This design comes from an exercise in tuning for small area and a short achievable clock period on the open sky130 flow, not from production work. Only simulation tests tie the RTL to the original design; equivalence was not proved. Power figures rest on the tool's default switching activity, not on a simulated workload.

<file path="design/flow/design.v">
package cpuPkg;
	localparam int instrWidth = 18;  
	localparam int regAddrWidth = 4;  
	localparam int regCount = 16;  
	localparam int opcodeMsb = 17;
	localparam int opcodeLsb = 12;
	localparam int a1Msb = 11;  
	localparam int a1Lsb = 8;
	localparam int a2Msb = 7;  
	localparam int a2Lsb = 4;
	localparam int immMsb = 3;  
	localparam int immLsb = 0;
	typedef logic [instrWidth-1:0] instr_t;
	typedef logic [regAddrWidth-1:0] regAddr_t;
	typedef enum logic [5:0] {
		opNop = 6'h00,
		opAdd = 6'h01,
		opSub = 6'h02,
		opAnd = 6'h03,
		opOr = 6'h04,
		opXor = 6'h05,
		opSlt = 6'h06,
		opAddi = 6'h07,  
		opMult = 6'h08,  
		opMfhi = 6'h09,
		opMflo = 6'h0A
	} opcode_t;
	localparam int selCount = 9;
	localparam int selAdd = 0;
	localparam int selSub = 1;
	localparam int selAnd = 2;
	localparam int selOr = 3;
	localparam int selXor = 4;
	localparam int selSlt = 5;
	localparam int selAddi = 6;
	localparam int selHi = 7;
	localparam int selLo = 8;
endpackage
module registerFile #(
	parameter int dataWidth = 16
) (
	input logic clk,
	input logic rst,
	input cpuPkg::regAddr_t ra1,  
	input cpuPkg::regAddr_t ra2,  
	output logic [dataWidth-1:0] rd1,
	output logic [dataWidth-1:0] rd2,
	input logic we,  
	input cpuPkg::regAddr_t wa,
	input logic [dataWidth-1:0] wd
);
	logic [dataWidth-1:0] regs [cpuPkg::regCount];  
	logic [dataWidth-1:0] wdR;
	logic [cpuPkg::regCount-1:0] weR;
	assign wdR = wd & {dataWidth{~rst}};
	always_comb begin
		for (int i = 0; i < cpuPkg::regCount; i++) begin
			weR[i] = rst | (we && (wa == i));
		end
	end
	always_ff @(posedge clk) begin
		for (int i = 0; i < cpuPkg::regCount; i++) begin
			if (weR[i]) regs[i] <= wdR;
		end
	end
	logic [cpuPkg::regCount-1:0] sel1, sel2;  
	always_comb begin
		for (int i = 0; i < cpuPkg::regCount; i++) begin
			sel1[i] = (ra1 == i);
			sel2[i] = (ra2 == i);
		end
	end
	always_comb begin
		rd1 = '0;
		rd2 = '0;
		for (int i = 0; i < cpuPkg::regCount; i++) begin
			rd1 = rd1 | (regs[i] & {dataWidth{sel1[i]}});
			rd2 = rd2 | (regs[i] & {dataWidth{sel2[i]}});
		end
	end
endmodule
module aluUnit #(
	parameter int dataWidth = 16
) (
	input logic [dataWidth-1:0] a,
	input logic [dataWidth-1:0] b,  
	input logic [cpuPkg::selCount-1:0] sel,  
	input logic sub,  
	output logic [dataWidth-1:0] y
);
	logic [dataWidth-1:0] sum;
	logic less;
	logic [dataWidth:0] sumC;
	assign sumC = {a, sub} + {b, sub};
	assign sum = sumC[dataWidth:1];
	assign less = (a[dataWidth-1] ^ ~b[dataWidth-1]) ? a[dataWidth-1] : sum[dataWidth-1];
	always_comb begin
		y = '0;
		if (sel[cpuPkg::selAdd] | sel[cpuPkg::selSub] | sel[cpuPkg::selAddi]) y = y | sum;
		if (sel[cpuPkg::selAnd]) y = y | (a & b);
		if (sel[cpuPkg::selOr]) y = y | (a | b);
		if (sel[cpuPkg::selXor]) y = y | (a ^ b);
		if (sel[cpuPkg::selSlt]) y = y | {{(dataWidth-1){1'b0}}, less};
	end
endmodule
module hiLoUnit #(
	parameter int dataWidth = 16
) (
	input logic clk,
	input logic rst,
	input logic we,  
	input logic [dataWidth-1:0] a,
	input logic [dataWidth-1:0] b,
	output logic [dataWidth-1:0] hi,
	output logic [dataWidth-1:0] lo,
	output logic valid  
);
	logic [2*dataWidth-1:0] x, y, z;
	logic [2*dataWidth-1:0] hlX, hlY, hlZ;
	logic [2*dataWidth-1:0] fs, fc;  
	logic hlValid;  
	logic [2*dataWidth-1:0] product;
	csMult csMult_i (.a(a), .b(b), .x(x), .y(y), .z(z));
	always_ff @(posedge clk) begin
		if (rst) hlValid <= 1'b0;
		else if (we) hlValid <= 1'b1;
	end
	always_ff @(posedge clk) begin
		if (we) begin
			hlX <= x;
			hlY <= y;
			hlZ <= z;
		end
	end
	assign fs = hlX ^ hlY ^ hlZ;
	assign fc = {(hlX[2*dataWidth-2:0] & hlY[2*dataWidth-2:0])
		| (hlX[2*dataWidth-2:0] & hlZ[2*dataWidth-2:0])
		| (hlY[2*dataWidth-2:0] & hlZ[2*dataWidth-2:0]), 1'b0};
	assign product = fs + fc;
	assign valid = hlValid;
	assign hi = product[2*dataWidth-1:dataWidth];
	assign lo = product[dataWidth-1:0];
endmodule
module csMult (
	input logic [15:0] a,
	input logic [15:0] b,
	output logic [31:0] x,
	output logic [31:0] y,
	output logic [31:0] z
);
	logic pp [16][16];
	for (genvar i = 0; i < 16; i++) begin : g_pp
		for (genvar j = 0; j < 16; j++) begin : g_ppj
			assign pp[i][j] = b[i] & a[j];
		end
	end
	logic c2, c4, c6, c8, c10, c12, c14, c16, c18, c20, c22, c24, c26, c28, c30, c32, c34, c36, c38, c40;
	logic c42, c44, c46, c48, c50, c52, c54, c56, c58, c60, c62, c64, c66, c68, c70, c72, c74, c76, c78, c80;
	logic c82, c84, c86, c88, c90, c92, c94, c96, c98, c100, c102, c104, c106, c108, c110, c112, c114, c116, c118, c120;
	logic c122, c124, c126, c128, c130, c132, c134, c136, c138, c140, c142, c144, c146, c148, c150, c152, c154, c156, c158, c160;
	logic c162, c164, c166, c168, c170, c172, c174, c176, c178, c180, c182, c184, c186, c188, c190, c192, c194, c196, c198, c200;
	logic c202, c204, c206, c208, c210, c212, c214, c216, c218, c220, c222, c224, c226, c228, c230, c232, c234, c236, c238, c240;
	logic c242, c244, c246, c248, c250, c252, c254, c256, c258, c260, c262, c264, c266, c268, c270, c272, c274, c276, c278, c280;
	logic c282, c284, c286, c288, c290, c292, c294, c296, c298, c300, c302, c304, c306, c308, c310, c312, c314, c316, c318, c320;
	logic c322, c324, c326, c328, c330, c332, c334, c336, c338, c340, c342, c344, c346, c348, c350, c352, c354, c356, c358, c360;
	logic c362, c364, c366, c368, c370, c372, c374, c376, c378, c380, s1, s3, s5, s7, s9, s11, s13, s15, s17, s19;
	logic s21, s23, s25, s27, s29, s31, s33, s35, s37, s39, s41, s43, s45, s47, s49, s51, s53, s55, s57, s59;
	logic s61, s63, s65, s67, s69, s71, s73, s75, s77, s79, s81, s83, s85, s87, s89, s91, s93, s95, s97, s99;
	logic s101, s103, s105, s107, s109, s111, s113, s115, s117, s119, s121, s123, s125, s127, s129, s131, s133, s135, s137, s139;
	logic s141, s143, s145, s147, s149, s151, s153, s155, s157, s159, s161, s163, s165, s167, s169, s171, s173, s175, s177, s179;
	logic s181, s183, s185, s187, s189, s191, s193, s195, s197, s199, s201, s203, s205, s207, s209, s211, s213, s215, s217, s219;
	logic s221, s223, s225, s227, s229, s231, s233, s235, s237, s239, s241, s243, s245, s247, s249, s251, s253, s255, s257, s259;
	logic s261, s263, s265, s267, s269, s271, s273, s275, s277, s279, s281, s283, s285, s287, s289, s291, s293, s295, s297, s299;
	logic s301, s303, s305, s307, s309, s311, s313, s315, s317, s319, s321, s323, s325, s327, s329, s331, s333, s335, s337, s339;
	logic s341, s343, s345, s347, s349, s351, s353, s355, s357, s359, s361, s363, s365, s367, s369, s371, s373, s375, s377, s379;
	assign s1 = pp[0][13] ^ pp[10][3];
	assign c2 = pp[0][13] & pp[10][3];
	assign s3 = pp[0][14] ^ pp[10][4] ^ pp[11][3];
	assign c4 = (pp[0][14] & pp[10][4]) | (pp[0][14] & pp[11][3]) | (pp[10][4] & pp[11][3]);
	assign s5 = pp[12][2] ^ pp[13][1];
	assign c6 = pp[12][2] & pp[13][1];
	assign s7 = pp[0][15] ^ pp[10][5] ^ pp[11][4];
	assign c8 = (pp[0][15] & pp[10][5]) | (pp[0][15] & pp[11][4]) | (pp[10][5] & pp[11][4]);
	assign s9 = pp[12][3] ^ pp[13][2] ^ pp[14][1];
	assign c10 = (pp[12][3] & pp[13][2]) | (pp[12][3] & pp[14][1]) | (pp[13][2] & pp[14][1]);
	assign s11 = pp[15][0] ^ pp[1][14];
	assign c12 = pp[15][0] & pp[1][14];
	assign s13 = pp[10][6] ^ pp[11][5] ^ pp[12][4];
	assign c14 = (pp[10][6] & pp[11][5]) | (pp[10][6] & pp[12][4]) | (pp[11][5] & pp[12][4]);
	assign s15 = pp[13][3] ^ pp[14][2] ^ pp[15][1];
	assign c16 = (pp[13][3] & pp[14][2]) | (pp[13][3] & pp[15][1]) | (pp[14][2] & pp[15][1]);
	assign s17 = pp[1][15] ^ pp[2][14];
	assign c18 = pp[1][15] & pp[2][14];
	assign s19 = pp[10][7] ^ pp[11][6] ^ pp[12][5];
	assign c20 = (pp[10][7] & pp[11][6]) | (pp[10][7] & pp[12][5]) | (pp[11][6] & pp[12][5]);
	assign s21 = pp[13][4] ^ pp[14][3] ^ pp[15][2];
	assign c22 = (pp[13][4] & pp[14][3]) | (pp[13][4] & pp[15][2]) | (pp[14][3] & pp[15][2]);
	assign s23 = pp[10][8] ^ pp[11][7] ^ pp[12][6];
	assign c24 = (pp[10][8] & pp[11][7]) | (pp[10][8] & pp[12][6]) | (pp[11][7] & pp[12][6]);
	assign s25 = pp[0][9] ^ pp[1][8];
	assign c26 = pp[0][9] & pp[1][8];
	assign s27 = pp[0][10] ^ pp[10][0] ^ pp[1][9];
	assign c28 = (pp[0][10] & pp[10][0]) | (pp[0][10] & pp[1][9]) | (pp[10][0] & pp[1][9]);
	assign s29 = pp[2][8] ^ pp[3][7];
	assign c30 = pp[2][8] & pp[3][7];
	assign s31 = pp[0][11] ^ pp[10][1] ^ pp[11][0];
	assign c32 = (pp[0][11] & pp[10][1]) | (pp[0][11] & pp[11][0]) | (pp[10][1] & pp[11][0]);
	assign s33 = pp[1][10] ^ pp[2][9] ^ pp[3][8];
	assign c34 = (pp[1][10] & pp[2][9]) | (pp[1][10] & pp[3][8]) | (pp[2][9] & pp[3][8]);
	assign s35 = pp[4][7] ^ pp[5][6];
	assign c36 = pp[4][7] & pp[5][6];
	assign s37 = pp[0][12] ^ pp[10][2] ^ pp[11][1];
	assign c38 = (pp[0][12] & pp[10][2]) | (pp[0][12] & pp[11][1]) | (pp[10][2] & pp[11][1]);
	assign s39 = pp[12][0] ^ pp[1][11] ^ pp[2][10];
	assign c40 = (pp[12][0] & pp[1][11]) | (pp[12][0] & pp[2][10]) | (pp[1][11] & pp[2][10]);
	assign s41 = pp[3][9] ^ pp[4][8] ^ pp[5][7];
	assign c42 = (pp[3][9] & pp[4][8]) | (pp[3][9] & pp[5][7]) | (pp[4][8] & pp[5][7]);
	assign s43 = pp[6][6] ^ pp[7][5];
	assign c44 = pp[6][6] & pp[7][5];
	assign s45 = pp[11][2] ^ pp[12][1] ^ pp[13][0];
	assign c46 = (pp[11][2] & pp[12][1]) | (pp[11][2] & pp[13][0]) | (pp[12][1] & pp[13][0]);
	assign s47 = pp[1][12] ^ pp[2][11] ^ pp[3][10];
	assign c48 = (pp[1][12] & pp[2][11]) | (pp[1][12] & pp[3][10]) | (pp[2][11] & pp[3][10]);
	assign s49 = pp[4][9] ^ pp[5][8] ^ pp[6][7];
	assign c50 = (pp[4][9] & pp[5][8]) | (pp[4][9] & pp[6][7]) | (pp[5][8] & pp[6][7]);
	assign s51 = pp[7][6] ^ pp[8][5] ^ pp[9][4];
	assign c52 = (pp[7][6] & pp[8][5]) | (pp[7][6] & pp[9][4]) | (pp[8][5] & pp[9][4]);
	assign s53 = pp[14][0] ^ pp[1][13] ^ pp[2][12];
	assign c54 = (pp[14][0] & pp[1][13]) | (pp[14][0] & pp[2][12]) | (pp[1][13] & pp[2][12]);
	assign s55 = pp[3][11] ^ pp[4][10] ^ pp[5][9];
	assign c56 = (pp[3][11] & pp[4][10]) | (pp[3][11] & pp[5][9]) | (pp[4][10] & pp[5][9]);
	assign s57 = pp[6][8] ^ pp[7][7] ^ pp[8][6];
	assign c58 = (pp[6][8] & pp[7][7]) | (pp[6][8] & pp[8][6]) | (pp[7][7] & pp[8][6]);
	assign s59 = pp[9][5] ^ c2 ^ s5;
	assign c60 = (pp[9][5] & c2) | (pp[9][5] & s5) | (c2 & s5);
	assign s61 = pp[2][13] ^ pp[3][12] ^ pp[4][11];
	assign c62 = (pp[2][13] & pp[3][12]) | (pp[2][13] & pp[4][11]) | (pp[3][12] & pp[4][11]);
	assign s63 = pp[5][10] ^ pp[6][9] ^ pp[7][8];
	assign c64 = (pp[5][10] & pp[6][9]) | (pp[5][10] & pp[7][8]) | (pp[6][9] & pp[7][8]);
	assign s65 = pp[8][7] ^ pp[9][6] ^ c6;
	assign c66 = (pp[8][7] & pp[9][6]) | (pp[8][7] & c6) | (pp[9][6] & c6);
	assign s67 = s11 ^ c4 ^ s7;
	assign c68 = (s11 & c4) | (s11 & s7) | (c4 & s7);
	assign s69 = pp[3][13] ^ pp[4][12] ^ pp[5][11];
	assign c70 = (pp[3][13] & pp[4][12]) | (pp[3][13] & pp[5][11]) | (pp[4][12] & pp[5][11]);
	assign s71 = pp[6][10] ^ pp[7][9] ^ pp[8][8];
	assign c72 = (pp[6][10] & pp[7][9]) | (pp[6][10] & pp[8][8]) | (pp[7][9] & pp[8][8]);
	assign s73 = pp[9][7] ^ c12 ^ s17;
	assign c74 = (pp[9][7] & c12) | (pp[9][7] & s17) | (c12 & s17);
	assign s75 = c10 ^ c8 ^ s13;
	assign c76 = (c10 & c8) | (c10 & s13) | (c8 & s13);
	assign s77 = pp[2][15] ^ pp[3][14] ^ pp[4][13];
	assign c78 = (pp[2][15] & pp[3][14]) | (pp[2][15] & pp[4][13]) | (pp[3][14] & pp[4][13]);
	assign s79 = pp[5][12] ^ pp[6][11] ^ pp[7][10];
	assign c80 = (pp[5][12] & pp[6][11]) | (pp[5][12] & pp[7][10]) | (pp[6][11] & pp[7][10]);
	assign s81 = pp[8][9] ^ pp[9][8] ^ c18;
	assign c82 = (pp[8][9] & pp[9][8]) | (pp[8][9] & c18) | (pp[9][8] & c18);
	assign s83 = c14 ^ c16 ^ s19;
	assign c84 = (c14 & c16) | (c14 & s19) | (c16 & s19);
	assign s85 = pp[13][5] ^ pp[14][4] ^ pp[15][3];
	assign c86 = (pp[13][5] & pp[14][4]) | (pp[13][5] & pp[15][3]) | (pp[14][4] & pp[15][3]);
	assign s87 = pp[3][15] ^ pp[4][14] ^ pp[5][13];
	assign c88 = (pp[3][15] & pp[4][14]) | (pp[3][15] & pp[5][13]) | (pp[4][14] & pp[5][13]);
	assign s89 = pp[6][12] ^ pp[7][11] ^ pp[8][10];
	assign c90 = (pp[6][12] & pp[7][11]) | (pp[6][12] & pp[8][10]) | (pp[7][11] & pp[8][10]);
	assign s91 = pp[9][9] ^ c20 ^ c22;
	assign c92 = (pp[9][9] & c20) | (pp[9][9] & c22) | (c20 & c22);
	assign s93 = pp[10][9] ^ pp[11][8] ^ pp[12][7];
	assign c94 = (pp[10][9] & pp[11][8]) | (pp[10][9] & pp[12][7]) | (pp[11][8] & pp[12][7]);
	assign s95 = pp[13][6] ^ pp[14][5] ^ pp[15][4];
	assign c96 = (pp[13][6] & pp[14][5]) | (pp[13][6] & pp[15][4]) | (pp[14][5] & pp[15][4]);
	assign s97 = pp[4][15] ^ pp[5][14] ^ pp[6][13];
	assign c98 = (pp[4][15] & pp[5][14]) | (pp[4][15] & pp[6][13]) | (pp[5][14] & pp[6][13]);
	assign s99 = pp[7][12] ^ pp[8][11] ^ pp[9][10];
	assign c100 = (pp[7][12] & pp[8][11]) | (pp[7][12] & pp[9][10]) | (pp[8][11] & pp[9][10]);
	assign s101 = pp[10][10] ^ pp[11][9] ^ pp[12][8];
	assign c102 = (pp[10][10] & pp[11][9]) | (pp[10][10] & pp[12][8]) | (pp[11][9] & pp[12][8]);
	assign s103 = pp[13][7] ^ pp[14][6] ^ pp[15][5];
	assign c104 = (pp[13][7] & pp[14][6]) | (pp[13][7] & pp[15][5]) | (pp[14][6] & pp[15][5]);
	assign s105 = pp[5][15] ^ pp[6][14] ^ pp[7][13];
	assign c106 = (pp[5][15] & pp[6][14]) | (pp[5][15] & pp[7][13]) | (pp[6][14] & pp[7][13]);
	assign s107 = pp[10][11] ^ pp[11][10] ^ pp[12][9];
	assign c108 = (pp[10][11] & pp[11][10]) | (pp[10][11] & pp[12][9]) | (pp[11][10] & pp[12][9]);
	assign s109 = pp[13][8] ^ pp[14][7] ^ pp[15][6];
	assign c110 = (pp[13][8] & pp[14][7]) | (pp[13][8] & pp[15][6]) | (pp[14][7] & pp[15][6]);
	assign s111 = pp[10][12] ^ pp[11][11] ^ pp[12][10];
	assign c112 = (pp[10][12] & pp[11][11]) | (pp[10][12] & pp[12][10]) | (pp[11][11] & pp[12][10]);
	assign s113 = pp[0][6] ^ pp[1][5];
	assign c114 = pp[0][6] & pp[1][5];
	assign s115 = pp[0][7] ^ pp[1][6] ^ pp[2][5];
	assign c116 = (pp[0][7] & pp[1][6]) | (pp[0][7] & pp[2][5]) | (pp[1][6] & pp[2][5]);
	assign s117 = pp[3][4] ^ pp[4][3];
	assign c118 = pp[3][4] & pp[4][3];
	assign s119 = pp[0][8] ^ pp[1][7] ^ pp[2][6];
	assign c120 = (pp[0][8] & pp[1][7]) | (pp[0][8] & pp[2][6]) | (pp[1][7] & pp[2][6]);
	assign s121 = pp[3][5] ^ pp[4][4] ^ pp[5][3];
	assign c122 = (pp[3][5] & pp[4][4]) | (pp[3][5] & pp[5][3]) | (pp[4][4] & pp[5][3]);
	assign s123 = pp[6][2] ^ pp[7][1];
	assign c124 = pp[6][2] & pp[7][1];
	assign s125 = pp[2][7] ^ pp[3][6] ^ pp[4][5];
	assign c126 = (pp[2][7] & pp[3][6]) | (pp[2][7] & pp[4][5]) | (pp[3][6] & pp[4][5]);
	assign s127 = pp[5][4] ^ pp[6][3] ^ pp[7][2];
	assign c128 = (pp[5][4] & pp[6][3]) | (pp[5][4] & pp[7][2]) | (pp[6][3] & pp[7][2]);
	assign s129 = pp[8][1] ^ pp[9][0] ^ s25;
	assign c130 = (pp[8][1] & pp[9][0]) | (pp[8][1] & s25) | (pp[9][0] & s25);
	assign s131 = pp[4][6] ^ pp[5][5] ^ pp[6][4];
	assign c132 = (pp[4][6] & pp[5][5]) | (pp[4][6] & pp[6][4]) | (pp[5][5] & pp[6][4]);
	assign s133 = pp[7][3] ^ pp[8][2] ^ pp[9][1];
	assign c134 = (pp[7][3] & pp[8][2]) | (pp[7][3] & pp[9][1]) | (pp[8][2] & pp[9][1]);
	assign s135 = c26 ^ s29 ^ s27;
	assign c136 = (c26 & s29) | (c26 & s27) | (s29 & s27);
	assign s137 = pp[6][5] ^ pp[7][4] ^ pp[8][3];
	assign c138 = (pp[6][5] & pp[7][4]) | (pp[6][5] & pp[8][3]) | (pp[7][4] & pp[8][3]);
	assign s139 = pp[9][2] ^ c30 ^ s35;
	assign c140 = (pp[9][2] & c30) | (pp[9][2] & s35) | (c30 & s35);
	assign s141 = c28 ^ s31 ^ s33;
	assign c142 = (c28 & s31) | (c28 & s33) | (s31 & s33);
	assign s143 = pp[8][4] ^ pp[9][3] ^ c36;
	assign c144 = (pp[8][4] & pp[9][3]) | (pp[8][4] & c36) | (pp[9][3] & c36);
	assign s145 = s43 ^ c32 ^ c34;
	assign c146 = (s43 & c32) | (s43 & c34) | (c32 & c34);
	assign s147 = s37 ^ s39 ^ s41;
	assign c148 = (s37 & s39) | (s37 & s41) | (s39 & s41);
	assign s149 = c44 ^ s1 ^ c38;
	assign c150 = (c44 & s1) | (c44 & c38) | (s1 & c38);
	assign s151 = c40 ^ c42 ^ s45;
	assign c152 = (c40 & c42) | (c40 & s45) | (c42 & s45);
	assign s153 = s47 ^ s49 ^ s51;
	assign c154 = (s47 & s49) | (s47 & s51) | (s49 & s51);
	assign s155 = c46 ^ c48 ^ c50;
	assign c156 = (c46 & c48) | (c46 & c50) | (c48 & c50);
	assign s157 = c52 ^ s3 ^ s53;
	assign c158 = (c52 & s3) | (c52 & s53) | (s3 & s53);
	assign s159 = s55 ^ s57 ^ s59;
	assign c160 = (s55 & s57) | (s55 & s59) | (s57 & s59);
	assign s161 = c54 ^ c56 ^ c58;
	assign c162 = (c54 & c56) | (c54 & c58) | (c56 & c58);
	assign s163 = s61 ^ s63 ^ s9;
	assign c164 = (s61 & s63) | (s61 & s9) | (s63 & s9);
	assign s165 = c60 ^ s65 ^ s67;
	assign c166 = (c60 & s65) | (c60 & s67) | (s65 & s67);
	assign s167 = c62 ^ c64 ^ s15;
	assign c168 = (c62 & c64) | (c62 & s15) | (c64 & s15);
	assign s169 = s69 ^ s71 ^ c66;
	assign c170 = (s69 & s71) | (s69 & c66) | (s71 & c66);
	assign s171 = s73 ^ c68 ^ s75;
	assign c172 = (s73 & c68) | (s73 & s75) | (c68 & s75);
	assign s173 = c70 ^ c72 ^ s21;
	assign c174 = (c70 & c72) | (c70 & s21) | (c72 & s21);
	assign s175 = s77 ^ s79 ^ c74;
	assign c176 = (s77 & s79) | (s77 & c74) | (s79 & c74);
	assign s177 = s81 ^ c76 ^ s83;
	assign c178 = (s81 & c76) | (s81 & s83) | (c76 & s83);
	assign s179 = c78 ^ c80 ^ s23;
	assign c180 = (c78 & c80) | (c78 & s23) | (c80 & s23);
	assign s181 = s85 ^ s87 ^ s89;
	assign c182 = (s85 & s87) | (s85 & s89) | (s87 & s89);
	assign s183 = c82 ^ c84 ^ s91;
	assign c184 = (c82 & c84) | (c82 & s91) | (c84 & s91);
	assign s185 = c24 ^ c86 ^ c88;
	assign c186 = (c24 & c86) | (c24 & c88) | (c86 & c88);
	assign s187 = c90 ^ s93 ^ s95;
	assign c188 = (c90 & s93) | (c90 & s95) | (s93 & s95);
	assign s189 = s97 ^ s99 ^ c92;
	assign c190 = (s97 & s99) | (s97 & c92) | (s99 & c92);
	assign s191 = pp[8][12] ^ pp[9][11] ^ c100;
	assign c192 = (pp[8][12] & pp[9][11]) | (pp[8][12] & c100) | (pp[9][11] & c100);
	assign s193 = c94 ^ c96 ^ c98;
	assign c194 = (c94 & c96) | (c94 & c98) | (c96 & c98);
	assign s195 = s101 ^ s103 ^ s105;
	assign c196 = (s101 & s103) | (s101 & s105) | (s103 & s105);
	assign s197 = pp[6][15] ^ pp[7][14] ^ pp[8][13];
	assign c198 = (pp[6][15] & pp[7][14]) | (pp[6][15] & pp[8][13]) | (pp[7][14] & pp[8][13]);
	assign s199 = pp[9][12] ^ c102 ^ c104;
	assign c200 = (pp[9][12] & c102) | (pp[9][12] & c104) | (c102 & c104);
	assign s201 = c106 ^ s107 ^ s109;
	assign c202 = (c106 & s107) | (c106 & s109) | (s107 & s109);
	assign s203 = pp[13][9] ^ pp[14][8] ^ pp[15][7];
	assign c204 = (pp[13][9] & pp[14][8]) | (pp[13][9] & pp[15][7]) | (pp[14][8] & pp[15][7]);
	assign s205 = pp[7][15] ^ pp[8][14] ^ pp[9][13];
	assign c206 = (pp[7][15] & pp[8][14]) | (pp[7][15] & pp[9][13]) | (pp[8][14] & pp[9][13]);
	assign s207 = c108 ^ c110 ^ s111;
	assign c208 = (c108 & c110) | (c108 & s111) | (c110 & s111);
	assign s209 = pp[10][13] ^ pp[11][12] ^ pp[12][11];
	assign c210 = (pp[10][13] & pp[11][12]) | (pp[10][13] & pp[12][11]) | (pp[11][12] & pp[12][11]);
	assign s211 = pp[13][10] ^ pp[14][9] ^ pp[15][8];
	assign c212 = (pp[13][10] & pp[14][9]) | (pp[13][10] & pp[15][8]) | (pp[14][9] & pp[15][8]);
	assign s213 = pp[8][15] ^ pp[9][14] ^ c112;
	assign c214 = (pp[8][15] & pp[9][14]) | (pp[8][15] & c112) | (pp[9][14] & c112);
	assign s215 = pp[10][14] ^ pp[11][13] ^ pp[12][12];
	assign c216 = (pp[10][14] & pp[11][13]) | (pp[10][14] & pp[12][12]) | (pp[11][13] & pp[12][12]);
	assign s217 = pp[13][11] ^ pp[14][10] ^ pp[15][9];
	assign c218 = (pp[13][11] & pp[14][10]) | (pp[13][11] & pp[15][9]) | (pp[14][10] & pp[15][9]);
	assign s219 = pp[10][15] ^ pp[11][14] ^ pp[12][13];
	assign c220 = (pp[10][15] & pp[11][14]) | (pp[10][15] & pp[12][13]) | (pp[11][14] & pp[12][13]);
	assign s221 = pp[0][4] ^ pp[1][3];
	assign c222 = pp[0][4] & pp[1][3];
	assign s223 = pp[0][5] ^ pp[1][4] ^ pp[2][3];
	assign c224 = (pp[0][5] & pp[1][4]) | (pp[0][5] & pp[2][3]) | (pp[1][4] & pp[2][3]);
	assign s225 = pp[3][2] ^ pp[4][1];
	assign c226 = pp[3][2] & pp[4][1];
	assign s227 = pp[2][4] ^ pp[3][3] ^ pp[4][2];
	assign c228 = (pp[2][4] & pp[3][3]) | (pp[2][4] & pp[4][2]) | (pp[3][3] & pp[4][2]);
	assign s229 = pp[5][1] ^ pp[6][0] ^ s113;
	assign c230 = (pp[5][1] & pp[6][0]) | (pp[5][1] & s113) | (pp[6][0] & s113);
	assign s231 = pp[5][2] ^ pp[6][1] ^ pp[7][0];
	assign c232 = (pp[5][2] & pp[6][1]) | (pp[5][2] & pp[7][0]) | (pp[6][1] & pp[7][0]);
	assign s233 = c114 ^ s117 ^ s115;
	assign c234 = (c114 & s117) | (c114 & s115) | (s117 & s115);
	assign s235 = pp[8][0] ^ c118 ^ s123;
	assign c236 = (pp[8][0] & c118) | (pp[8][0] & s123) | (c118 & s123);
	assign s237 = c116 ^ s119 ^ s121;
	assign c238 = (c116 & s119) | (c116 & s121) | (s119 & s121);
	assign s239 = c124 ^ c120 ^ c122;
	assign c240 = (c124 & c120) | (c124 & c122) | (c120 & c122);
	assign s241 = s125 ^ s127 ^ s129;
	assign c242 = (s125 & s127) | (s125 & s129) | (s127 & s129);
	assign s243 = c126 ^ c128 ^ s131;
	assign c244 = (c126 & c128) | (c126 & s131) | (c128 & s131);
	assign s245 = s133 ^ c130 ^ s135;
	assign c246 = (s133 & c130) | (s133 & s135) | (c130 & s135);
	assign s247 = c132 ^ c134 ^ s137;
	assign c248 = (c132 & c134) | (c132 & s137) | (c134 & s137);
	assign s249 = s139 ^ c136 ^ s141;
	assign c250 = (s139 & c136) | (s139 & s141) | (c136 & s141);
	assign s251 = c138 ^ c140 ^ s143;
	assign c252 = (c138 & c140) | (c138 & s143) | (c140 & s143);
	assign s253 = c142 ^ s145 ^ s147;
	assign c254 = (c142 & s145) | (c142 & s147) | (s145 & s147);
	assign s255 = c144 ^ c146 ^ c148;
	assign c256 = (c144 & c146) | (c144 & c148) | (c146 & c148);
	assign s257 = s149 ^ s151 ^ s153;
	assign c258 = (s149 & s151) | (s149 & s153) | (s151 & s153);
	assign s259 = c150 ^ c152 ^ c154;
	assign c260 = (c150 & c152) | (c150 & c154) | (c152 & c154);
	assign s261 = s155 ^ s157 ^ s159;
	assign c262 = (s155 & s157) | (s155 & s159) | (s157 & s159);
	assign s263 = c156 ^ c158 ^ s161;
	assign c264 = (c156 & c158) | (c156 & s161) | (c158 & s161);
	assign s265 = s163 ^ c160 ^ s165;
	assign c266 = (s163 & c160) | (s163 & s165) | (c160 & s165);
	assign s267 = c162 ^ c164 ^ s167;
	assign c268 = (c162 & c164) | (c162 & s167) | (c164 & s167);
	assign s269 = s169 ^ c166 ^ s171;
	assign c270 = (s169 & c166) | (s169 & s171) | (c166 & s171);
	assign s271 = c168 ^ s173 ^ c170;
	assign c272 = (c168 & s173) | (c168 & c170) | (s173 & c170);
	assign s273 = s175 ^ c172 ^ s177;
	assign c274 = (s175 & c172) | (s175 & s177) | (c172 & s177);
	assign s275 = c174 ^ s179 ^ s181;
	assign c276 = (c174 & s179) | (c174 & s181) | (s179 & s181);
	assign s277 = c176 ^ c178 ^ s183;
	assign c278 = (c176 & c178) | (c176 & s183) | (c178 & s183);
	assign s279 = c180 ^ c182 ^ s185;
	assign c280 = (c180 & c182) | (c180 & s185) | (c182 & s185);
	assign s281 = s187 ^ c184 ^ s189;
	assign c282 = (s187 & c184) | (s187 & s189) | (c184 & s189);
	assign s283 = c186 ^ c188 ^ s191;
	assign c284 = (c186 & c188) | (c186 & s191) | (c188 & s191);
	assign s285 = s193 ^ s195 ^ c190;
	assign c286 = (s193 & s195) | (s193 & c190) | (s195 & c190);
	assign s287 = s197 ^ c192 ^ c194;
	assign c288 = (s197 & c192) | (s197 & c194) | (c192 & c194);
	assign s289 = c196 ^ s199 ^ s201;
	assign c290 = (c196 & s199) | (c196 & s201) | (s199 & s201);
	assign s291 = c198 ^ s203 ^ s205;
	assign c292 = (c198 & s203) | (c198 & s205) | (s203 & s205);
	assign s293 = c200 ^ c202 ^ s207;
	assign c294 = (c200 & c202) | (c200 & s207) | (c202 & s207);
	assign s295 = c204 ^ c206 ^ s209;
	assign c296 = (c204 & c206) | (c204 & s209) | (c206 & s209);
	assign s297 = s211 ^ c208 ^ s213;
	assign c298 = (s211 & c208) | (s211 & s213) | (c208 & s213);
	assign s299 = pp[9][15] ^ c210 ^ c212;
	assign c300 = (pp[9][15] & c210) | (pp[9][15] & c212) | (c210 & c212);
	assign s301 = s215 ^ s217 ^ c214;
	assign c302 = (s215 & s217) | (s215 & c214) | (s217 & c214);
	assign s303 = pp[13][12] ^ pp[14][11] ^ pp[15][10];
	assign c304 = (pp[13][12] & pp[14][11]) | (pp[13][12] & pp[15][10]) | (pp[14][11] & pp[15][10]);
	assign s305 = c216 ^ c218 ^ s219;
	assign c306 = (c216 & c218) | (c216 & s219) | (c218 & s219);
	assign s307 = pp[11][15] ^ pp[12][14] ^ pp[13][13];
	assign c308 = (pp[11][15] & pp[12][14]) | (pp[11][15] & pp[13][13]) | (pp[12][14] & pp[13][13]);
	assign s309 = pp[14][12] ^ pp[15][11] ^ c220;
	assign c310 = (pp[14][12] & pp[15][11]) | (pp[14][12] & c220) | (pp[15][11] & c220);
	assign s311 = pp[12][15] ^ pp[13][14] ^ pp[14][13];
	assign c312 = (pp[12][15] & pp[13][14]) | (pp[12][15] & pp[14][13]) | (pp[13][14] & pp[14][13]);
	assign s313 = pp[0][3] ^ pp[1][2];
	assign c314 = pp[0][3] & pp[1][2];
	assign s315 = pp[2][2] ^ pp[3][1] ^ pp[4][0];
	assign c316 = (pp[2][2] & pp[3][1]) | (pp[2][2] & pp[4][0]) | (pp[3][1] & pp[4][0]);
	assign s317 = pp[5][0] ^ c222 ^ s225;
	assign c318 = (pp[5][0] & c222) | (pp[5][0] & s225) | (c222 & s225);
	assign s319 = c226 ^ c224 ^ s227;
	assign c320 = (c226 & c224) | (c226 & s227) | (c224 & s227);
	assign s321 = c228 ^ s231 ^ c230;
	assign c322 = (c228 & s231) | (c228 & c230) | (s231 & c230);
	assign s323 = c232 ^ s235 ^ c234;
	assign c324 = (c232 & s235) | (c232 & c234) | (s235 & c234);
	assign s325 = c236 ^ c238 ^ s239;
	assign c326 = (c236 & c238) | (c236 & s239) | (c238 & s239);
	assign s327 = c240 ^ s243 ^ c242;
	assign c328 = (c240 & s243) | (c240 & c242) | (s243 & c242);
	assign s329 = c244 ^ s247 ^ c246;
	assign c330 = (c244 & s247) | (c244 & c246) | (s247 & c246);
	assign s331 = c248 ^ s251 ^ c250;
	assign c332 = (c248 & s251) | (c248 & c250) | (s251 & c250);
	assign s333 = c252 ^ c254 ^ s255;
	assign c334 = (c252 & c254) | (c252 & s255) | (c254 & s255);
	assign s335 = c256 ^ c258 ^ s259;
	assign c336 = (c256 & c258) | (c256 & s259) | (c258 & s259);
	assign s337 = c260 ^ s263 ^ c262;
	assign c338 = (c260 & s263) | (c260 & c262) | (s263 & c262);
	assign s339 = c264 ^ s267 ^ c266;
	assign c340 = (c264 & s267) | (c264 & c266) | (s267 & c266);
	assign s341 = c268 ^ s271 ^ c270;
	assign c342 = (c268 & s271) | (c268 & c270) | (s271 & c270);
	assign s343 = s275 ^ c272 ^ c274;
	assign c344 = (s275 & c272) | (s275 & c274) | (c272 & c274);
	assign s345 = c276 ^ s279 ^ c278;
	assign c346 = (c276 & s279) | (c276 & c278) | (s279 & c278);
	assign s347 = c280 ^ s283 ^ c282;
	assign c348 = (c280 & s283) | (c280 & c282) | (s283 & c282);
	assign s349 = c284 ^ s287 ^ s289;
	assign c350 = (c284 & s287) | (c284 & s289) | (s287 & s289);
	assign s351 = s291 ^ c288 ^ c290;
	assign c352 = (s291 & c288) | (s291 & c290) | (c288 & c290);
	assign s353 = c292 ^ s295 ^ c294;
	assign c354 = (c292 & s295) | (c292 & c294) | (s295 & c294);
	assign s355 = c296 ^ s299 ^ c298;
	assign c356 = (c296 & s299) | (c296 & c298) | (s299 & c298);
	assign s357 = s303 ^ c300 ^ s305;
	assign c358 = (s303 & c300) | (s303 & s305) | (c300 & s305);
	assign s359 = c304 ^ s307 ^ c306;
	assign c360 = (c304 & s307) | (c304 & c306) | (s307 & c306);
	assign s361 = pp[15][12] ^ c308 ^ s311;
	assign c362 = (pp[15][12] & c308) | (pp[15][12] & s311) | (c308 & s311);
	assign s363 = pp[13][15] ^ pp[14][14] ^ pp[15][13];
	assign c364 = (pp[13][15] & pp[14][14]) | (pp[13][15] & pp[15][13]) | (pp[14][14] & pp[15][13]);
	assign s365 = s293 ^ c350 ^ s351;
	assign c366 = (s293 & c350) | (s293 & s351) | (c350 & s351);
	assign s367 = s297 ^ c352 ^ s353;
	assign c368 = (s297 & c352) | (s297 & s353) | (c352 & s353);
	assign s369 = s301 ^ c354 ^ s355;
	assign c370 = (s301 & c354) | (s301 & s355) | (c354 & s355);
	assign s371 = c302 ^ s357 ^ c356;
	assign c372 = (c302 & s357) | (c302 & c356) | (s357 & c356);
	assign s373 = s309 ^ c358 ^ s359;
	assign c374 = (s309 & c358) | (s309 & s359) | (c358 & s359);
	assign s375 = c310 ^ s361 ^ c360;
	assign c376 = (c310 & s361) | (c310 & c360) | (s361 & c360);
	assign s377 = c312 ^ s363 ^ c362;
	assign c378 = (c312 & s363) | (c312 & c362) | (s363 & c362);
	assign s379 = pp[14][15] ^ pp[15][14] ^ c364;
	assign c380 = (pp[14][15] & pp[15][14]) | (pp[14][15] & c364) | (pp[15][14] & c364);
	assign x = {1'b0, pp[15][15], s379, s377, c374, s373, c370, c368, c366, s365, c286, s285, s281, s277, s273, s269, c336, s261, s257, s253, s249, c326, s241, s237, c320, c318, c316, c314, pp[2][1], pp[0][2], pp[0][1], pp[0][0]};
	assign y = {1'b0, c380, c378, c376, s375, c372, s371, s369, s367, 1'b0, s349, c346, c344, c342, c340, c338, s265, c334, c332, c330, c328, s245, c324, c322, s233, s229, s223, s221, pp[3][0], pp[1][1], pp[1][0], 1'b0};
	assign z = {1'b0, 1'b0, 1'b0, 1'b0, 1'b0, 1'b0, 1'b0, 1'b0, 1'b0, 1'b0, c348, s347, s345, s343, s341, s339, s337, s335, s333, s331, s329, s327, s325, s323, s321, s319, s317, s315, s313, pp[2][0], 1'b0, 1'b0};
endmodule
module decodeStage #(
	parameter int dataWidth = 16
) (
	input logic clk,
	input logic rst,
	input logic instrValid,  
	input cpuPkg::instr_t instr,
	input logic wbValid,  
	input cpuPkg::regAddr_t wbAddr,
	input logic [dataWidth-1:0] wbData,
	input logic [dataWidth-1:0] exResult,  
	output logic [dataWidth-1:0] exRd1,
	output logic [dataWidth-1:0] exRd2,  
	output cpuPkg::regAddr_t exWriteAddr,
	output logic exWriteEn,
	output logic exMult,  
	output logic [cpuPkg::selCount-1:0] exSel,  
	output logic exSub  
);
	logic [5:0] opcode;
	cpuPkg::regAddr_t a1F, a2F, immF;  
	logic [dataWidth-1:0] rd1, rd2;
	logic [cpuPkg::selCount-1:0] sel;
	logic dstIsA2;
	logic fwdEx1, fwdEx2, fwdWb1, fwdWb2, fwdRf1, fwdRf2;
	assign opcode = instr[cpuPkg::opcodeMsb:cpuPkg::opcodeLsb];
	assign a1F = instr[cpuPkg::a1Msb:cpuPkg::a1Lsb];
	assign a2F = instr[cpuPkg::a2Msb:cpuPkg::a2Lsb];
	assign immF = instr[cpuPkg::immMsb:cpuPkg::immLsb];
	registerFile #(.dataWidth(dataWidth)) registerFile_i (
		.clk(clk), .rst(rst),
		.ra1(a1F), .ra2(a2F), .rd1(rd1), .rd2(rd2),
		.we(wbValid), .wa(wbAddr), .wd(wbData)
	);
	always_comb begin
		sel = '0;
		case (opcode)
			cpuPkg::opAdd: sel[cpuPkg::selAdd] = 1'b1;
			cpuPkg::opSub: sel[cpuPkg::selSub] = 1'b1;
			cpuPkg::opAnd: sel[cpuPkg::selAnd] = 1'b1;
			cpuPkg::opOr: sel[cpuPkg::selOr] = 1'b1;
			cpuPkg::opXor: sel[cpuPkg::selXor] = 1'b1;
			cpuPkg::opSlt: sel[cpuPkg::selSlt] = 1'b1;
			cpuPkg::opAddi: sel[cpuPkg::selAddi] = 1'b1;
			cpuPkg::opMfhi: sel[cpuPkg::selHi] = 1'b1;
			cpuPkg::opMflo: sel[cpuPkg::selLo] = 1'b1;
			default: ;  
		endcase
	end
	assign dstIsA2 = (opcode == cpuPkg::opAddi);  
	assign fwdEx1 = exWriteEn && (exWriteAddr == a1F);
	assign fwdEx2 = exWriteEn && (exWriteAddr == a2F);
	assign fwdWb1 = !fwdEx1 && wbValid && (wbAddr == a1F);
	assign fwdWb2 = !fwdEx2 && wbValid && (wbAddr == a2F);
	assign fwdRf1 = !fwdEx1 && !fwdWb1;
	assign fwdRf2 = !fwdEx2 && !fwdWb2;
	always_ff @(posedge clk) begin
		if (rst) begin
			exWriteEn <= 1'b0;
			exMult <= 1'b0;
		end else begin
			exWriteEn <= instrValid & (|sel);  
			exMult <= instrValid & (opcode == cpuPkg::opMult);
		end
	end
	always_ff @(posedge clk) begin
		exRd1 <= (exResult & {dataWidth{fwdEx1}})
			| (wbData & {dataWidth{fwdWb1}})
			| (rd1 & {dataWidth{fwdRf1}});
		if (sel[cpuPkg::selAddi]) begin
			exRd2 <= {{(dataWidth-cpuPkg::regAddrWidth){1'b0}}, immF};
		end else begin
			exRd2 <= ((exResult & {dataWidth{fwdEx2}})
				| (wbData & {dataWidth{fwdWb2}})
				| (rd2 & {dataWidth{fwdRf2}}))
				^ {dataWidth{sel[cpuPkg::selSub] | sel[cpuPkg::selSlt]}};
		end
		exWriteAddr <= dstIsA2 ? a2F : immF;
		exSel <= sel;
		exSub <= sel[cpuPkg::selSub] | sel[cpuPkg::selSlt];
	end
endmodule
module executeStage #(
	parameter int dataWidth = 16
) (
	input logic clk,
	input logic rst,
	input logic [dataWidth-1:0] exRd1,  
	input logic [dataWidth-1:0] exRd2,
	input cpuPkg::regAddr_t exWriteAddr,
	input logic exWriteEn,
	input logic exMult,
	input logic [cpuPkg::selCount-1:0] exSel,
	input logic exSub,
	output logic wbValid,  
	output cpuPkg::regAddr_t wbAddr,
	output logic [dataWidth-1:0] wbData,
	output logic [dataWidth-1:0] exResult  
);
	logic [dataWidth-1:0] srcA, srcB;
	logic [dataWidth-1:0] aluY;
	logic [dataWidth-1:0] hi, lo;
	logic hiLoValid;  
	logic [dataWidth-1:0] result;
	assign srcA = exRd1;
	assign srcB = exRd2;
	aluUnit #(.dataWidth(dataWidth)) aluUnit_i (
		.a(srcA),
		.b(srcB),
		.sel(exSel),
		.sub(exSub),
		.y(aluY)
	);
	hiLoUnit #(.dataWidth(dataWidth)) hiLoUnit_i (
		.clk(clk),
		.rst(rst),
		.we(exMult),
		.a(srcA),
		.b(srcB),
		.hi(hi),
		.lo(lo),
		.valid(hiLoValid)
	);
	assign result = aluY
		| (hi & {dataWidth{exSel[cpuPkg::selHi] & hiLoValid}})
		| (lo & {dataWidth{exSel[cpuPkg::selLo] & hiLoValid}});
	assign exResult = result;
	always_ff @(posedge clk) begin
		if (rst) begin
			wbValid <= 1'b0;
		end else begin
			wbValid <= exWriteEn;  
		end
	end
	always_ff @(posedge clk) begin
		wbAddr <= exWriteAddr;
		wbData <= result;
	end
endmodule
module cpuPipeline #(
	parameter int dataWidth = 16
) (
	input logic clk,
	input logic rst,
	input logic instrValid,
	input cpuPkg::instr_t instr,
	output logic wbValid,
	output cpuPkg::regAddr_t wbAddr,
	output logic [dataWidth-1:0] wbData
);
	logic [dataWidth-1:0] exRd1, exRd2;
	logic [dataWidth-1:0] exResult;
	cpuPkg::regAddr_t exWriteAddr;
	logic exWriteEn;
	logic exMult;
	logic [cpuPkg::selCount-1:0] exSel;
	logic exSub;
	decodeStage #(.dataWidth(dataWidth)) decodeStage_i (
		.clk(clk), .rst(rst), .instrValid(instrValid), .instr(instr),
		.wbValid(wbValid), .wbAddr(wbAddr), .wbData(wbData),
		.exRd1(exRd1), .exRd2(exRd2), .exResult(exResult),
		.exWriteAddr(exWriteAddr), .exWriteEn(exWriteEn),
		.exMult(exMult), .exSel(exSel), .exSub(exSub)
	);
	executeStage #(.dataWidth(dataWidth)) executeStage_i (
		.clk(clk), .rst(rst),
		.exRd1(exRd1), .exRd2(exRd2),
		.exWriteAddr(exWriteAddr), .exWriteEn(exWriteEn),
		.exMult(exMult), .exSel(exSel), .exSub(exSub),
		.wbValid(wbValid), .wbAddr(wbAddr), .wbData(wbData),
		.exResult(exResult)
	);
endmodule
</file>
<file path="design/flow/flow/run.sh">
#!/bin/bash
# The standard layout (standard.sh, standard synthesis included) with two
# changes: the port buffers are buf_4 cells rather than the delay cells
# buffer_ports picks by itself, and clock tree synthesis adds no dummy loads and
# clusters up to 20 registers per leaf buffer.
set -euo pipefail
export BUFFER_PORTS_ARGS="-buffer_cell sky130_fd_sc_hd__buf_4"
export CTS_ARGS="-sink_clustering_enable -repair_clock_nets -dont_use_dummy_load -sink_clustering_size 20 -sink_clustering_max_diameter 100"
bash standard.sh > standard.log 2>&1
</file>
<file path="design/flow/standard.sh">
#!/bin/bash
# synth_recipe.tcl (not shown) runs the flow's synth.tcl, then flattens the netlist and writes it again
# the make line also repeats each setting of config.mk as NAME=value (left out here)
make -C /OpenROAD-flow-scripts/flow DESIGN_CONFIG=/design/flow/config.mk WORK_HOME=/design/flow/orfs CLKGATE_MAP_FILE= SYNTH_SCRIPT=/design/flow/synth_recipe.tcl "${@:-finish}"
</file>
<file path="design/flow/config.mk">
export PLATFORM = sky130hd
export DESIGN_NAME = cpuPipeline
export DESIGN_NICKNAME = cpuPipeline
export VERILOG_FILES = /design/flow/design.v
export SDC_FILE = /design/flow/constraint.sdc
export NUM_CORES = 4
export LEC_CHECK = 0
export CAP_MARGIN = 20
export CORE_MARGIN = 2
export CORE_UTILIZATION = 40
export SETUP_SLACK_MARGIN = 3.8
export SLEW_MARGIN = 20
</file>
<file path="design/flow/constraint.sdc">
create_clock -name core_clock -period 7.5 [get_ports {clk}]
set_input_delay 1.5000 -clock core_clock [delete_from_list [all_inputs] [get_ports {clk}]]
set_output_delay 1.5000 -clock core_clock [all_outputs]
set_load 0.01 [all_outputs]
</file>
==> key figures, run 1 <==
Timing
  • Worst slew pin tran: 1.200 ns
  • Max frequency: 265.3 MHz
  • Max Slew Vio Count: 0
  • Unrepaired setup endpoints after global routing: yes
  • Final setup fails: 0
  • Hold Worst Slack: 0.4088 ns
  • Worst Skew: 0.07480 ns
  • Final period util: 50.26%
  • Minimum clock period: 3.769 ns
  • Rel. slew slack: 19.77%
  • Final TNS setup: 0 ns
  • Hold Vio Cnt, Final: 0

Setup path
  • Worst path required time: 8.00 ns
  • Reg2reg end: decodeStage_i.exRd2[15]
  • CP max FO: 7
  • Critical path endpoint category: flop
  • Setup slack, reg-to-reg: 3.73 ns
  • Critical Path Start: executeStage_i.hiLoUnit_i.hlX[21]
  • Cell family with most CP delay: simple AND/OR/NAND/NOR gates
  • Worst flop-to-flop path startpoint: executeStage_i.hiLoUnit_i.hlX[21]
  • CP max-delay cell: nor4_1
  • R2R depth: 9
  • Crit path launch type: flop
  • Worst path bufs/invs: 0
  • Crit-path cells: fa_1 -> ha_1 -> and2_1 -> a21o_1 -> nor4_1 -> o21ai_0 -> xor2_1 -> a221oi_2 -> mux2i_1
  • Critical path class: flop to flop
  • Crit-path max cell delay: 0.66 ns
  • Arr. time, crit path: 4.27 ns

Route
  • Routed vias/inst: 6.295
  • Routed via count: 19,765
  • Routed len/inst: 29.32 µm
  • Drt initial violations: 2,353
  • Antenna-violating nets left: 0
  • Pre-antenna DRT Iters: 8
  • Routed WL: 92,050 µm
  • Residual DRC: 0

Layout
  • Finished Layout Cells: 3,140
  • Multi-input gate area: 13,170 µm²
  • Fillers: 5,871
  • Antenna Cells: 0
  • Ratio of cells with drive above 1 in the final layout: 13.43%
  • Synth-to-Final Area Change: 10.02%
  • FF/Latch Area: 11,530 µm²
  • Final nets: 2,599

Logic synthesis
  • Post-synth EDFFs: 336
  • Top cells by area, synth: edfxtp_1, fa_1, dfxtp_1, ha_1, nor2_1
  • Netlist cell types: 98
  • Synth area leader: edfxtp_1
  • Synth top area share: 39.21%
  • Synthesized area: 25,730 µm²
  • Most used standard cell by instance count after synthesis: edfxtp_1
  • Sequential share of the synthesized area: 44.65%
  • Syn Area/Cell: 11.36 µm²
  • Post-synth ARST share: 0%
  • Syn nets: 2,569
  • Cell count after synthesis: 2,266
  • Synth cell count leaders: edfxtp_1, nor2_1, inv_1
  • Ys flop type: edfxtp_1
  • #FFs+latches synth: 406
  • YS warnings: 8

Global routing
  • Total global routing overflow: 0
  • Largest net degree at the start of global routing: 61
  • Gr usage total: 27.32%
  • Number of global-route vias before repair: 20,095
  • Initial antenna violation count: 0
  • First-pass GRT wire length: 133,700 µm

Power
  • Worst ir drop on vdd: 0.2056 mV
  • Pwr dens: 194.3 nW/µm²
  • Post-route total power: 5.502 mW
  • Pleak: 11.11 nW

Min path
  • Worst hold path class: flop to flop
  • Endpoint, Worst Hold: executeStage_i.wbAddr[2]
  • Hold Path Origin: decodeStage_i.exWriteAddr[2]
  • Worst Hold Depth: 0

Place
  • Cells after DPL: 3,072
  • Hpwl dp: 62,300 µm
  • IO Port Bufs: 41
  • GPL Wtd Cong: 1.007

Floorplanning
  • Core box area: 63,310 µm²
  • Num rows: 92
  • Die Y-Extent: 257.6 µm
  • Die area: 66,380 µm²
  • Initial core utilization: 40.65%
  • IO Count: 42
  • Die extent in x: 257.6 µm

CTS
  • CTS buffer count: 25
  • H-tree lvl count: 1
  • Clk root buf: clkbuf_16
  • Clock sinks: 406
  • Worst skew pair latency: 0.62 ns
  • Bufs on Longest Clock Path: 3
  • Reg clk slew, reported paths: 0.09 ns
  • TritonCTS clock tree: built

Status
  • Status: no timing/DRC/antenna violations

Job
  • Max-cap viol count: 0
-- per-stage QoR --
stage / utilization (%) / area [µm²] / worst slack, ns
final: 44.72 / 28310 / 3.731
after floorplan: - / 25730 / 3.995
after detailed placement: 42.70 / 27030 / 3.088
after global routing: 44.72 / 28310 / 3.658
after global placement: 42.70 / 27030 / 3.115
after CTS: 44.27 / 28030 / 3.755
-- cells in the final DEF, fill, tap and decap left out, types with 7 or more instances in the layout --
master	n
and3_1	8
buf_4	124
a211oi_2	7
dfxtp_2	17
dfxtp_1	48
nand4_1	33
a22oi_1	82
xnor2_1	14
nor2b_1	20
clkbuf_16	25
a221oi_2	9
a31oi_1	8
a221oi_1	83
mux2i_1	34
nor3_1	29
a211oi_1	14
nand2_1	168
ha_1	77
fa_1	199
and2_1	7
nand3_1	31
nand2b_1	14
o21a_1	9
a22o_1	80
nor2_1	254
mux2_2	9
a21oi_1	53
edfxtp_1	336
a21o_1	25
inv_1	201
o211ai_1	10
o21ai_0	41
xor2_1	27
clkinvlp_4	20
nor3b_1	7
-- flip-flops by register name, summed over array words and instances, names as in the netlist --
register and cells:
executeStage_i.hiLoUnit_i.hlValid 1, executeStage_i.wbData 16, executeStage_i.wbValid 1, decodeStage_i.registerFile_i.regs 256, executeStage_i.wbAddr 4, executeStage_i.hiLoUnit_i.hlZ 20
decodeStage_i.exWriteEn 1, decodeStage_i.exWriteAddr 4, decodeStage_i.exSel 9, decodeStage_i.exRd1 16, decodeStage_i.exMult 1, executeStage_i.hiLoUnit_i.hlX 31
executeStage_i.hiLoUnit_i.hlY 29, decodeStage_i.exSub 1, decodeStage_i.exRd2 16
-- worst max-delay path by stage --
stage	slack [ns]	to	depth (start not counted)
floorplan	3.99	decodeStage_i.exRd2[15]	15
CTS	3.75	decodeStage_i.exRd2[15]	13
global placement	3.12	decodeStage_i.exRd2[8]	9
global route	3.66	decodeStage_i.exRd2[15]	14
detailed placement	3.09	decodeStage_i.exRd2[8]	9
finish	3.73	decodeStage_i.exRd2[15]	9
-- final cells by class --
class	count	share of cell area, %
multi-input combinational	1507	46.52
timing repair buffer	127	3.500
clock buffer	25	2.210
sequential	406	40.73
inverter	229	3.310
tap	846	3.739
-- metal layers --
| layer | routed length, µm | part of all wire [%] | vias to the layer above | track usage, % |
|---|---|---|---|---|
| li1 | - | - | 8236 | - |
| met1 | 33990 | 37 | 9841 | 34.07 |
| met2 | 42370 | 46 | 1294 | 44.89 |
| met3 | 9439 | 10 | 394 | 5.742 |
| met4 | 6252 | 6.8 | 0 | 14.18 |
| met5 | 0 | 0 | - | 0 |
-- repair_timing --
action                                 4_1_cts  5_1_grt
pin swaps                                    4        2
hold buffers                                 0        0
resized for setup                           44       46
endpoints found under the hold margin        0        0
setup buffers                               29       14
setup endpoints to repair                   32       32
gates cloned                                 0        0
-- cell families (layout without fill, tap and decap cells) --
logic type,Yosys count,after routing,synth area share [%]
xor gates and xnor gates,43,43,1.463
buffers and inverters,353,381,5.713
DFF,406,406,44.65
AOI/OAI and AO/OA,511,511,15.29
muxes,45,45,1.799
and+or+nand+nor,626,626,11.57
adders and majority gates,282,282,19.52
-- power breakdown --
| part | internal [mW] | leakage, nW | switching, mW | total, mW |
|---|---|---|---|---|
| combinational | 0.515 | 6.83 | 0.904 | 1.42 |
| clock | 0.589 | 0.308 | 0.730 | 1.32 |
| sequential | 2.62 | 3.97 | 0.147 | 2.76 |
| total | 3.72 | 11.1 | 1.78 | 5.50 |
==> run 2: changes to the inputs <==
--- a/design/flow/config.mk
+++ b/design/flow/config.mk
@@ -10,3 +10,3 @@
 export CORE_UTILIZATION = 40
-export SETUP_SLACK_MARGIN = 3.8
+export SETUP_SLACK_MARGIN = 3.95
 export SLEW_MARGIN = 20
==> key figures, run 2 <==
Layout
  • Ratio of cells with drive above 1 in the final layout: 16.23%
  • Finished Layout Cells: 3,157
  • Top flop regs: decodeStage_i.registerFile_i.regs x256, executeStage_i.hiLoUnit_i.hlX x31, executeStage_i.hiLoUnit_i.hlY x29
  • Most frequent cells in the layout: edfxtp_1, nor2_1, inv_1
  • Final nets: 2,616
  • Antenna Cells: 0
  • Max reg flops: 256
  • Most common cell after layout, fill and taps aside: edfxtp_1
  • Biggest register: decodeStage_i.registerFile_i.regs
  • Synth-to-Final Area Change: 11.91%

CTS
  • TritonCTS clock tree: built
  • Bufs on Longest Clock Path: 3
  • H-tree lvl count: 1
  • Clock sinks: 406
  • Clk root buf: clkbuf_16
  • Worst skew pair latency: 0.62 ns
  • CTS buffer count: 25
  • Hold Buf Count CTS: 0
  • Reg clk slew, reported paths: 0.08 ns

Logic synthesis
  • Main combinational cell family by area after synthesis: adder cells
  • Synth area leader: edfxtp_1
  • Post-synthesis xor/xnor area fraction: 1.463%
  • Most used standard cell by instance count after synthesis: edfxtp_1
  • Synth cell count leaders: edfxtp_1, nor2_1, inv_1
  • Synth Area in Compound Gates: 15.29%
  • Post-synth EDFFs: 336
  • Synthesized area: 25,730 µm²
  • Post-synth ARST share: 0%
  • Simple-gate area share of the yosys netlist: 11.57%
  • Syn nets: 2,569
  • Mux cell area share after synthesis: 1.799%
  • #FFs+latches synth: 406
  • Synth top area share: 39.21%
  • YS warnings: 8
  • Cell count after synthesis: 2,266
  • Sequential share of the synthesized area: 44.65%
  • Syn Area/Cell: 11.36 µm²
  • Top cells by area, synth: edfxtp_1, fa_1, dfxtp_1, ha_1, nor2_1
  • Ys flop type: edfxtp_1
  • Netlist cell types: 98
  • Adder-cell share of the synthesized area: 19.52%

Timing
  • Worst slew pin tran: 1.150 ns
  • Worst Skew: 0.07497 ns
  • Rel. slew slack: 23.21%
  • Final period util: 48.30%
  • Max Slew Vio Count: 0
  • Hold Vio Cnt, Final: 0
  • Final setup fails: 0
  • Unrepaired setup endpoints after global routing: yes
  • Minimum clock period: 3.623 ns
  • Final TNS setup: 0 ns
  • Max frequency: 276.0 MHz

Route
  • Pre-antenna DRT Iters: 8
  • Routed via count: 19,842
  • Routed len/inst: 29.29 µm
  • Routed vias/inst: 6.285
  • Antenna-violating nets left: 0
  • Residual DRC: 0
  • Routed WL: 92,460 µm
  • Drt initial violations: 2,445

Floorplanning
  • Initial core utilization: 40.65%
  • Die Y-Extent: 257.6 µm
  • Die area: 66,380 µm²
  • Core box area: 63,310 µm²
  • IO Count: 42
  • Die extent in x: 257.6 µm
  • Num rows: 92

Status
  • Status: no timing/DRC/antenna violations

Power
  • Pwr dens: 192.7 nW/µm²
  • Pleak: 11.20 nW
  • Worst ir drop on vdd: 0.2044 mV

Setup path
  • CP max-delay cell: fa_1
  • Crit-path cells: fa_1 -> ha_2 -> nand2_1 -> nor3_1 -> o21a_1 -> o2111a_1 -> mux2i_1 -> a221oi_2 -> mux2i_1
  • Arr. time, crit path: 4.06 ns
  • Crit-path max cell delay: 0.54 ns
  • Critical path class: flop to flop
  • Worst path required time: 7.94 ns
  • CP dominant cell by count: mux2i_1
  • Critical path endpoint category: flop
  • CP max FO: 7
  • Crit path launch type: flop

Place
  • IO Port Bufs: 41
  • Cells after DPL: 3,072
  • GPL Wtd Cong: 1.007
  • Hpwl dp: 62,300 µm

Global routing
  • Largest net degree at the start of global routing: 61
  • Initial antenna violation count: 0
  • First-pass GRT wire length: 134,500 µm
  • Number of global-route vias before repair: 20,295
  • Total global routing overflow: 0
  • Gr usage total: 27.49%

Job
  • Max-cap viol count: 0

Min path
  • Worst hold path class: flop to flop
run 2: kinds of logic after synthesis:
kind of cell / after synthesis
adders and majority gates: 282
xor gates and xnor gates: 43
AOI/OAI and AO/OA: 511
and+or+nand+nor: 626
DFF: 406
muxes: 45
buffers and inverters: 353
run 2: final cells by class:
type / instances / area [µm²]
repair buffers: 144 / 1142
flip-flops and latches: 406 / 11560
multi-input cells: 1507 / 13470
clock buffers: 25 / 625.6
fillers: 5823 / 34510
well taps: 846 / 1059
inverters: 229 / 942.2
run 2: path summary, 6_finish.rpt:
check	start	endpoint	slack (ns)	depth (start not counted)
setup reg to reg	executeStage_i.hiLoUnit_i.hlX[19]	decodeStage_i.exRd2[9]	3.88	9
hold / removal	decodeStage_i.exWriteAddr[2]	executeStage_i.wbAddr[2]	0.41	0
setup / recovery	executeStage_i.hiLoUnit_i.hlX[19]	decodeStage_i.exRd2[9]	3.88	9
hold reg to reg	decodeStage_i.exWriteAddr[2]	executeStage_i.wbAddr[2]	0.41	0
run 2: per-stage QoR:
step	power, mW	setup WS (ns)	hold WS, ns	area (µm²)	utilization [%]
after global placement	4.090	3.115	0.3911	27030	42.70
after CTS	5.513	3.887	0.4054	28270	44.65
after global routing	5.807	3.802	0.4200	28800	45.49
after detailed placement	4.136	3.088	0.3863	27030	42.70
final	5.549	3.877	0.4070	28800	45.49
after floorplan	3.605	3.995	0.3732	25730	-
run 2: power by group:
part,internal (mW),switching (mW)
logic,0.544,0.923
clock network,0.589,0.729
registers,2.62,0.145
run 2: timing repair:
action,CTS,global route
endpoints found under the hold margin,0,0
gates resized for setup,91,86
pin swaps,7,25
setup buffers,36,24
setup endpoints to repair,51,47
run 2: critical path: cells and delay by family (launching register included):
kind,cells,cell delay (ns)
adder cells (fa/ha/maj),2,1.05
AO/OA/AOI/OAI,3,0.81
AND/OR/NAND/NOR,2,0.79
multiplexers,2,0.44
flip-flops,1,0.41
run 2: per-layer routing:
metal	routed length, µm	track usage [%]
met5	0	0
met4	6367	15.24
met3	9453	5.732
met2	42470	44.79
met1	34160	34.22
==> run 3: changes to the inputs <==
--- a/design/flow/config.mk
+++ b/design/flow/config.mk
@@ -10,3 +10,3 @@
 export CORE_UTILIZATION = 40
-export SETUP_SLACK_MARGIN = 3.95
+export SETUP_SLACK_MARGIN = 4.1
 export SLEW_MARGIN = 20
==> key figures, run 3 <==
Status
  • Status: no timing/DRC/antenna violations

CTS
  • Worst skew pair latency: 0.61 ns
  • Bufs on Longest Clock Path: 3
  • Clock sinks: 406
  • Hold Buf Count CTS: 0
  • Reg clk slew, reported paths: 0.09 ns
  • Clk root buf: clkbuf_16
  • CTS buffer count: 25
  • TritonCTS clock tree: built
  • H-tree lvl count: 1

Route
  • Routed vias/inst: 6.289
  • Routed len/inst: 29.05 µm
  • Pre-antenna DRT Iters: 8
  • Routed via count: 20,150
  • Residual DRC: 0
  • Drt initial violations: 2,733
  • Routed WL: 93,090 µm
  • Antenna-violating nets left: 0

Min path
  • Hold Path Origin: decodeStage_i.exWriteAddr[3]
  • Worst hold path class: flop to flop
  • Endpoint, Worst Hold: executeStage_i.wbAddr[3]
  • Worst Hold Depth: 0

Setup path
  • CP max-delay cell: fa_1
  • CP max FO: 3
  • Arr. time, crit path: 3.99 ns
  • Critical path class: flop to flop
  • Setup slack, reg-to-reg: 3.97 ns
  • R2R depth: 12
  • Crit-path cells: fa_1 -> ha_2 -> fa_2 -> a211oi_4 -> buf_4 -> o21ai_2 -> a31o_2 -> o21a_1 -> o31ai_2 -> mux2i_1 -> xnor2_1 -> o21ai_1
  • Reg2reg end: decodeStage_i.exRd2[2]
  • Worst flop-to-flop path startpoint: executeStage_i.hiLoUnit_i.hlX[2]
  • Worst path required time: 7.96 ns
  • Crit-path max cell delay: 0.50 ns
  • Critical path endpoint category: flop
  • Crit path launch type: flop

Timing
  • Max frequency: 283.6 MHz
  • Final period util: 47.01%
  • Worst Skew: 0.07553 ns
  • Max Slew Vio Count: 0
  • Unrepaired setup endpoints after global routing: yes
  • Minimum clock period: 3.526 ns
  • Hold Vio Cnt, Final: 0
  • Rel. slew slack: 25.93%
  • Final TNS setup: 0 ns
  • Worst slew pin tran: 1.109 ns
  • Final setup fails: 0

Logic synthesis
  • Synthesized area: 25,730 µm²
  • Post-synth EDFFs: 336
  • YS warnings: 8
  • Post-synth ARST share: 0%
  • Netlist cell types: 98
  • Syn Area/Cell: 11.36 µm²
  • Cell count after synthesis: 2,266
  • Ys flop type: edfxtp_1
  • Sequential share of the synthesized area: 44.65%
  • Most used standard cell by instance count after synthesis: edfxtp_1
  • Synth top area share: 39.21%
  • Syn nets: 2,569
  • Synth area leader: edfxtp_1
  • Top cells by area, synth: edfxtp_1, fa_1, dfxtp_1, ha_1, nor2_1
  • #FFs+latches synth: 406
  • Synth cell count leaders: edfxtp_1, nor2_1, inv_1

Layout
  • Most frequent cells in the layout: edfxtp_1, nor2_1, inv_1
  • Core Util, Final: 46.69%
  • Final nets: 2,662
  • Biggest register: decodeStage_i.registerFile_i.regs
  • Top flop regs: decodeStage_i.registerFile_i.regs x256, executeStage_i.hiLoUnit_i.hlX x31, executeStage_i.hiLoUnit_i.hlY x29
  • Max reg flops: 256
  • Synth-to-Final Area Change: 14.86%
  • Ratio of cells with drive above 1 in the final layout: 19.81%
  • Most common cell after layout, fill and taps aside: edfxtp_1

Global routing
  • Initial antenna violation count: 3
  • Gr usage total: 27.60%
  • Total global routing overflow: 0
  • First-pass GRT wire length: 135,700 µm
  • Number of global-route vias before repair: 20,452
  • Largest net degree at the start of global routing: 70

Floorplanning
  • Die extent in x: 257.6 µm
  • Die Y-Extent: 257.6 µm
  • Core box area: 63,310 µm²
  • IO Count: 42
  • Num rows: 92
  • Die area: 66,380 µm²
  • Initial core utilization: 40.65%

Place
  • GPL Wtd Cong: 1.001
  • Hpwl dp: 62,190 µm
  • IO Port Bufs: 41

Power
  • Net Switching: 1.810 mW
  • Pint: 3.800 mW
  • Switch share: 32.27%
  • Pwr dens: 189.8 nW/µm²
  • Worst ir drop on vdd: 0.2283 mV
  • Combinational share of power: 27.7%
  • Seq pwr share: 49.1%
  • Pleak: 11.48 nW
  • Clk pwr share: 23.2%

Job
  • Max-cap viol count: 0
## run 3: cell types whose count changed in the layout (fill, tap and decap cells not counted), moves of 8 or more
cell     change
ha_4        +14
buf_4       +33
ha_1        -12
dfxtp_4      +8
nor2_1      -10
nor2_2       +8
buf_6        +8
## run 3: stage by stage
step	area [µm²]	setup WS [ns]	total power [mW]	hold WS, ns	instances
finish	29560	3.974	5.610	0.3905	3204
floorplan	25740	4.113	3.606	0.3732	2266
detailed placement	27040	3.192	4.132	0.3877	3076
CTS	28720	4.049	5.528	0.3954	3160
global placement	27030	3.136	4.089	0.3890	3075
global route	29560	3.861	5.875	0.3954	3203
## run 3: worst max-delay path by stage
stage / start / cells past startpoint / to
5_1_grt: executeStage_i.hiLoUnit_i.hlX[2] / 12 / decodeStage_i.exRd2[8]
6_report: executeStage_i.hiLoUnit_i.hlX[2] / 12 / decodeStage_i.exRd2[2]
2_1_floorplan: decodeStage_i.exRd2[15] / 10 / executeStage_i.hiLoUnit_i.hlX[22]
4_1_cts: executeStage_i.hiLoUnit_i.hlZ[2] / 12 / decodeStage_i.exRd2[8]
3_5_place_dp: instr[6] / 8 / decodeStage_i.exRd2[8]
3_3_place_gp: instr[6] / 8 / decodeStage_i.exRd2[8]
## run 3: cell type report
type / instances / area, µm²
well taps: 846 / 1059
fillers: 5742 / 33750
repair buffers: 190 / 1560
flip-flops and latches: 406 / 11590
inverters: 229 / 950.9
multi-input cells: 1507 / 13770
diodes: 1 / 2.502
clock buffers: 25 / 625.6
## run 3: power groups by stage
| stage | registers, mW | clock network (mW) | logic (mW) |
|---|---|---|---|
| finish | 2.75 | 1.30 | 1.56 |
| global route | 2.76 | 1.40 | 1.71 |
| CTS | 2.75 | 1.33 | 1.45 |
| detailed placement | 2.79 | 0 | 1.34 |
| global placement | 2.79 | 0 | 1.30 |
| floorplan | 2.72 | 0 | 0.883 |
## run 3: critical path, delay by kind of cell (launching register included)
kind	cells	cell delay, ns
AO/OA/AOI/OAI	6	1.43
adder cells (fa/ha/maj)	3	1.08
flip-flops	1	0.41
multiplexers	1	0.18
XOR/XNOR	1	0.16
buffers and inverters	1	0.15
## run 3: kinds of logic (layout without fill, tap and decap cells)
group / after synthesis / count (layout) / synth area share (%)
and+or+nand+nor: 626 / 626 / 11.57
AOI/OAI and AO/OA: 511 / 511 / 15.29
DFF: 406 / 406 / 44.65
buffers and inverters: 353 / 444 / 5.713
adders and majority gates: 282 / 282 / 19.52
muxes: 45 / 45 / 1.799
xor gates and xnor gates: 43 / 43 / 1.463
other: 0 / 1 / 0
## run 3: timing repair
action                                  in CTS  in global routing
pin swaps                                   21                 43
buffers inserted                            59                 43
endpoints found under the setup margin      59                 42
endpoints found under the hold margin        0                  0
gates resized for setup                    166                113
## run 3: routing by layer
layer | GRT usage [%] | routed length, µm | up-vias | part of all wire, %
met5 | 0 | 0 | - | 0
met4 | 14.58 | 6159 | 0 | 6.6
met3 | 6.046 | 9988 | 375 | 11
met2 | 45.13 | 42750 | 1386 | 46
met1 | 34.32 | 34200 | 10045 | 37
li1 | - | - | 8344 | -

Re-timed with assumed drivers on the ports (clkbuf_16 on the clock, buf_2 on other inputs), run 3 has 3.974 ns of setup slack against 3.974 ns with ideal ports, and 3.519 ns once port delays also move by the mid clock arrival of 0.635 ns.
